What follows belongs to an exercise in optimizing a design on an open flow for small area and a short achievable clock period; a production flow would make more cautious choices. Only simulation tests tie the RTL to the original design; equivalence was not proved. No driver is modelled on the clock port, so clocking that relies on it looks cheaper here than on a real chip. Power figures rest on the tool's default switching activity, not on a simulated workload.

// can_tx_mailbox
module can_tx_mailbox
#(
    parameter  int NUM_MB    = 10,
    parameter  int ID_W      = 11,
    parameter  int MAX_RETRY = 16,
    localparam int MBW       = $clog2(NUM_MB)
) (
    input  logic              clk,
    input  logic              g_rst,
    input  logic              hdr_ld,
    input  logic [ID_W-1:0]   hdr_id,
    input  logic              hdr_rtr,
    input  logic [3:0]        hdr_dlc,
    input  logic              wr_en,
    input  logic [MBW-1:0]    wr_mb,
    input  logic [2:0]        wr_idx,
    input  logic [7:0]        data_in,
    input  logic [NUM_MB-1:0] tx_buff_ld,
    output logic [NUM_MB-1:0] mb_pending,
    output logic              tx_buff_busy,
    output logic              tx_done,
    output logic [MBW-1:0]    tx_done_mb,
    output logic              tx_err,
    output logic              frame_gen_intl,
    input  logic              fg_ack,
    output logic [ID_W-1:0]   tx_id,
    output logic              tx_rtr,
    output logic [3:0]        tx_dlc,
    output logic [63:0]       tx_data,
    output logic [MBW-1:0]    tx_mb,
    input  logic              tx_success,
    input  logic              tx_fail
);
    if (NUM_MB < 2 || NUM_MB > 16 || ID_W < 1 || ID_W > can_tx_pkg::MAX_ID_W || MAX_RETRY < 1) begin : g_param_check
        $error("can_tx_mailbox: parameter out of range");
    end
    localparam int HW = ID_W + 1 + 4;           
    logic [NUM_MB-1:0]               pending_q;
    logic [NUM_MB-1:0][ID_W-1:0]     hdr_id_q;
    logic [NUM_MB-1:0]               hdr_rtr_q;
    logic [NUM_MB-1:0][3:0]          hdr_dlc_q;
    logic [NUM_MB-1:0][63:0]         data_q;
    logic [NUM_MB-1:0]               win;       
    logic [NUM_MB-1:0]               rd_sel;    
    logic [MBW-1:0]                  win_idx;
    logic [ID_W-1:0]                 tx_id_q;
    logic                            tx_rtr_q;
    logic [3:0]                      tx_dlc_q;
    logic [63:0]                     tx_data_q;
    logic [MBW-1:0]                  tx_mb_q;
    logic                            tx_done_q, busy_q;
    logic                            tx_ok, tx_bad, drop, retire;
    logic [NUM_MB-1:0]               mb_sel;    
    logic [NUM_MB-1:0]               pending_d;
    can_tx_prio_sel #(.NUM_MB(NUM_MB), .ID_W(ID_W)) u_prio_sel (
        .pending_i (pending_q),
        .ids_i     (hdr_id_q),
        .win_o     (win)
    );
  ...
export LEC_CHECK = 0
export ABC_AREA = 1
export CAP_MARGIN = 20
export CORE_MARGIN = 2
export CORE_UTILIZATION = 60
export SLEW_MARGIN = 20
create_clock -name core_clock -period 25.0 [get_ports {clk}]
standard.sh (not shown) runs the stock make flow with config.mk's settings and CLKGATE_MAP_FILE= SYNTH_SCRIPT=/design/flow/synth_recipe.tcl, a recipe that flattens the netlist after the stock synthesis.
==> flow/flow/run.sh <==
#!/bin/bash
# Layout flow: the standard ORFS flow run unchanged except for:
#  - synthesis maps the logic with flow/abc_area.script (ABC's &nf mapper after &dch)
#    in place of ORFS's abc_area.script; the rest of synthesis is the standard one,
#    so the registers are exactly the standard synthesis's;
#  - port buffers use buf_2 instead of the resizer's default pick;
#  - after CTS, flow/post_cts.tcl runs an extra setup repair that aims below the
#    current worst path (the SDC, clock period and I/O delays stay the design's).
# Each tool's output goes to its own log file in the work folder.
set -euo pipefail
W=$PWD
rm -rf "$W/scripts_abc"
cp -r "$FLOW_HOME/scripts" "$W/scripts_abc"
cp flow/abc_area.script "$W/scripts_abc/abc_area.script"
bash standard.sh SCRIPTS_DIR="$W/scripts_abc" synth > synth.log 2>&1
bash standard.sh \
  BUFFER_PORTS_ARGS="-buffer_cell sky130_fd_sc_hd__buf_2" \
  POST_CTS_TCL="$W/flow/post_cts.tcl" \
  finish > layout.log 2>&1
test -s out/final.def
==> flow/flow/abc_area.script <==
strash
&get -n
&st
&dch
&nf
&put
topo
stime -c
buffer -c
upsize -c
dnsize -c
==> flow/flow/post_cts.tcl <==
estimate_parasitics -placement
set ws0 [worst_slack -max]
puts "extra repair: start worst slack $ws0"
for {set i 0} {$i < 8} {incr i} {
  set target [expr {$ws0 + 0.3}]
  repair_timing -setup -setup_margin $target -repair_tns 100 -verbose
  set ws1 [worst_slack -max]
  puts "extra repair: pass $i target $target worst slack $ws1"
  if {$ws1 < $ws0 + 0.02} { break }
  set ws0 $ws1
}
detailed_placement
check_placement -verbose
estimate_parasitics -placement
puts "extra repair: end worst slack [worst_slack -max]"
The first run completed without violations.
Change:
==> flow/run.sh (new file) <==
#!/bin/bash
# synth_recipe.tcl (not shown) runs the flow's synth.tcl, then flattens the netlist and writes it again
# the make line also repeats each setting of config.mk as NAME=value (left out here)
make -C /OpenROAD-flow-scripts/flow DESIGN_CONFIG=/design/flow/config.mk WORK_HOME=/design/flow/orfs CLKGATE_MAP_FILE= SYNTH_SCRIPT=/design/flow/synth_recipe.tcl finish
removed: flow/flow/run.sh
removed: flow/flow/abc_area.script
removed: flow/flow/post_cts.tcl
removed: flow/standard.sh
Effect:
- cell count goes up by well over a third
- cell area goes up by roughly a tenth
- combinational power goes up by a quarter to a third
- fmax goes down by a few percent
- power goes up by a few percent
- wire length goes up by roughly a tenth
- core utilization hardly moves
- critical path depth goes up by 1
- via count goes up by about a fifth
Change:
==> flow/flow/run.sh (new file) <==
#!/bin/bash
# Layout flow: the standard ORFS flow run unchanged except for:
#  - synthesis maps the logic with flow/abc_area.script (ABC dc2 and dch choices, then the &nf mapper, twice)
#    in place of ORFS's abc_area.script; the rest of synthesis is the standard one,
#    so the registers are exactly the standard synthesis's;
#  - port buffers use buf_2 instead of the resizer's default pick;
#  - the resizer's setup repair (floorplan, CTS and global-route steps) aims for
#    MARGIN ns of slack, so it also shortens paths that already meet 25 ns. The SDC,
#    clock period and I/O delays stay the design's.
# Each tool's output goes to its own log file in the work folder.
set -euo pipefail
MARGIN=18.8
W=$PWD
rm -rf "$W/scripts_abc"
cp -r "$FLOW_HOME/scripts" "$W/scripts_abc"
cp flow/abc_area.script "$W/scripts_abc/abc_area.script"
bash standard.sh SCRIPTS_DIR="$W/scripts_abc" synth > synth.log 2>&1
bash standard.sh \
  BUFFER_PORTS_ARGS="-buffer_cell sky130_fd_sc_hd__buf_2" \
  SETUP_SLACK_MARGIN="$MARGIN" \
  finish > layout.log 2>&1
test -s out/final.def
==> flow/flow/abc_area.script (new file) <==
strash
dc2
dch -f
&get -n
&nf
&put
strash
dch -f
&get -n
&nf
&put
topo
stime -c
buffer -c
upsize -c
dnsize -c
==> flow/standard.sh (new file) <==
#!/bin/bash
# synth_recipe.tcl (not shown) runs the flow's synth.tcl, then flattens the netlist and writes it again
# the make line also repeats each setting of config.mk as NAME=value (left out here)
make -C /OpenROAD-flow-scripts/flow DESIGN_CONFIG=/design/flow/config.mk WORK_HOME=/design/flow/orfs CLKGATE_MAP_FILE= SYNTH_SCRIPT=/design/flow/synth_recipe.tcl "${@:-finish}"
--- a/flow/config.mk
+++ b/flow/config.mk
@@ -11,0 +12,3 @@
+export CTS_BUF_LIST = sky130_fd_sc_hd__clkbuf_16
+export CTS_CLUSTER_DIAMETER = 100
+export CTS_CLUSTER_SIZE = 24
@@ -12,0 +16 @@
+export TNS_END_PERCENT = 10
removed: flow/run.sh
The new run completed with no timing, DRC or antenna violations.
Count of clock-buffer cells in the layout falls by 71.
Global-route usage falls by 0.17 points.
Fmax rises by 19%.
Critical path depth falls by 2.
Final area falls by 9.3%.
Hold slack gets worse by 0.0085 ns.
Setup slack gets better by 1.2 ns.
Clock power falls by 43%.
Sequential power barely changes.
Die area falls by 10%.
Routed wire length falls by 5.8%.
Change:
--- a/flow/config.mk
+++ b/flow/config.mk
@@ -11 +11 @@
-export CORE_UTILIZATION = 60
+export CORE_UTILIZATION = 50
@@ -16 +15,0 @@
-export TNS_END_PERCENT = 10
Result:
- synthesized cell count is unchanged
- routed wire length is higher by a few percent
- count of clock-buffer cells in the layout goes down by 1
- first-iteration DRC count is higher by a few percent
- hold slack stays flat
- critical path depth does not change
- setup slack gets better by 0.13 ns
- die area went up by about a fifth
- clock skew shrinks by 0.0032 ns
- total power stays flat
- synthesized area stays the same

==> afterwards: timing with drivers on the ports <==
The flow's constraints put no driver on any port. The routed layouts listed below were extracted and timed again, unchanged, in two steps. Step 1: set_driving_cell puts a clkbuf_16 on clk and a buf_2 on each other input, an assumption about the parent block. Step 2 moves the port delays by t, midway between the first and last clock arrival at a register: inputs arrive t later, outputs are due t later. That takes back most of the time a late clock gives input paths. Slacks: no drivers / after step 1 / after step 2; pairs: no drivers / after step 1.
run	t (ns)	setup slack, ns	latest minus earliest clock arrival (ns)	worst register clock-pin slew, ns	worst slew at a driven data input, ns
the first run	0.708	17.793 / 17.834 / 17.126	0.022 / 0.022	0.07 / 0.07	0.08
the second run	0.695	17.397 / 17.439 / 16.744	0.032 / 0.032	0.07 / 0.07	0.14
the third run	0.680	18.612 / 18.582 / 17.902	0.031 / 0.030	0.10 / 0.10	0.12
the fourth run	0.673	18.743 / 18.690 / 18.112	0.025 / 0.025	0.11 / 0.11	0.08
After both steps every run listed still meets setup and hold. The setup slack of the third run, which loses most, moves by -0.030 ns with the drivers and by -0.710 ns with both steps.
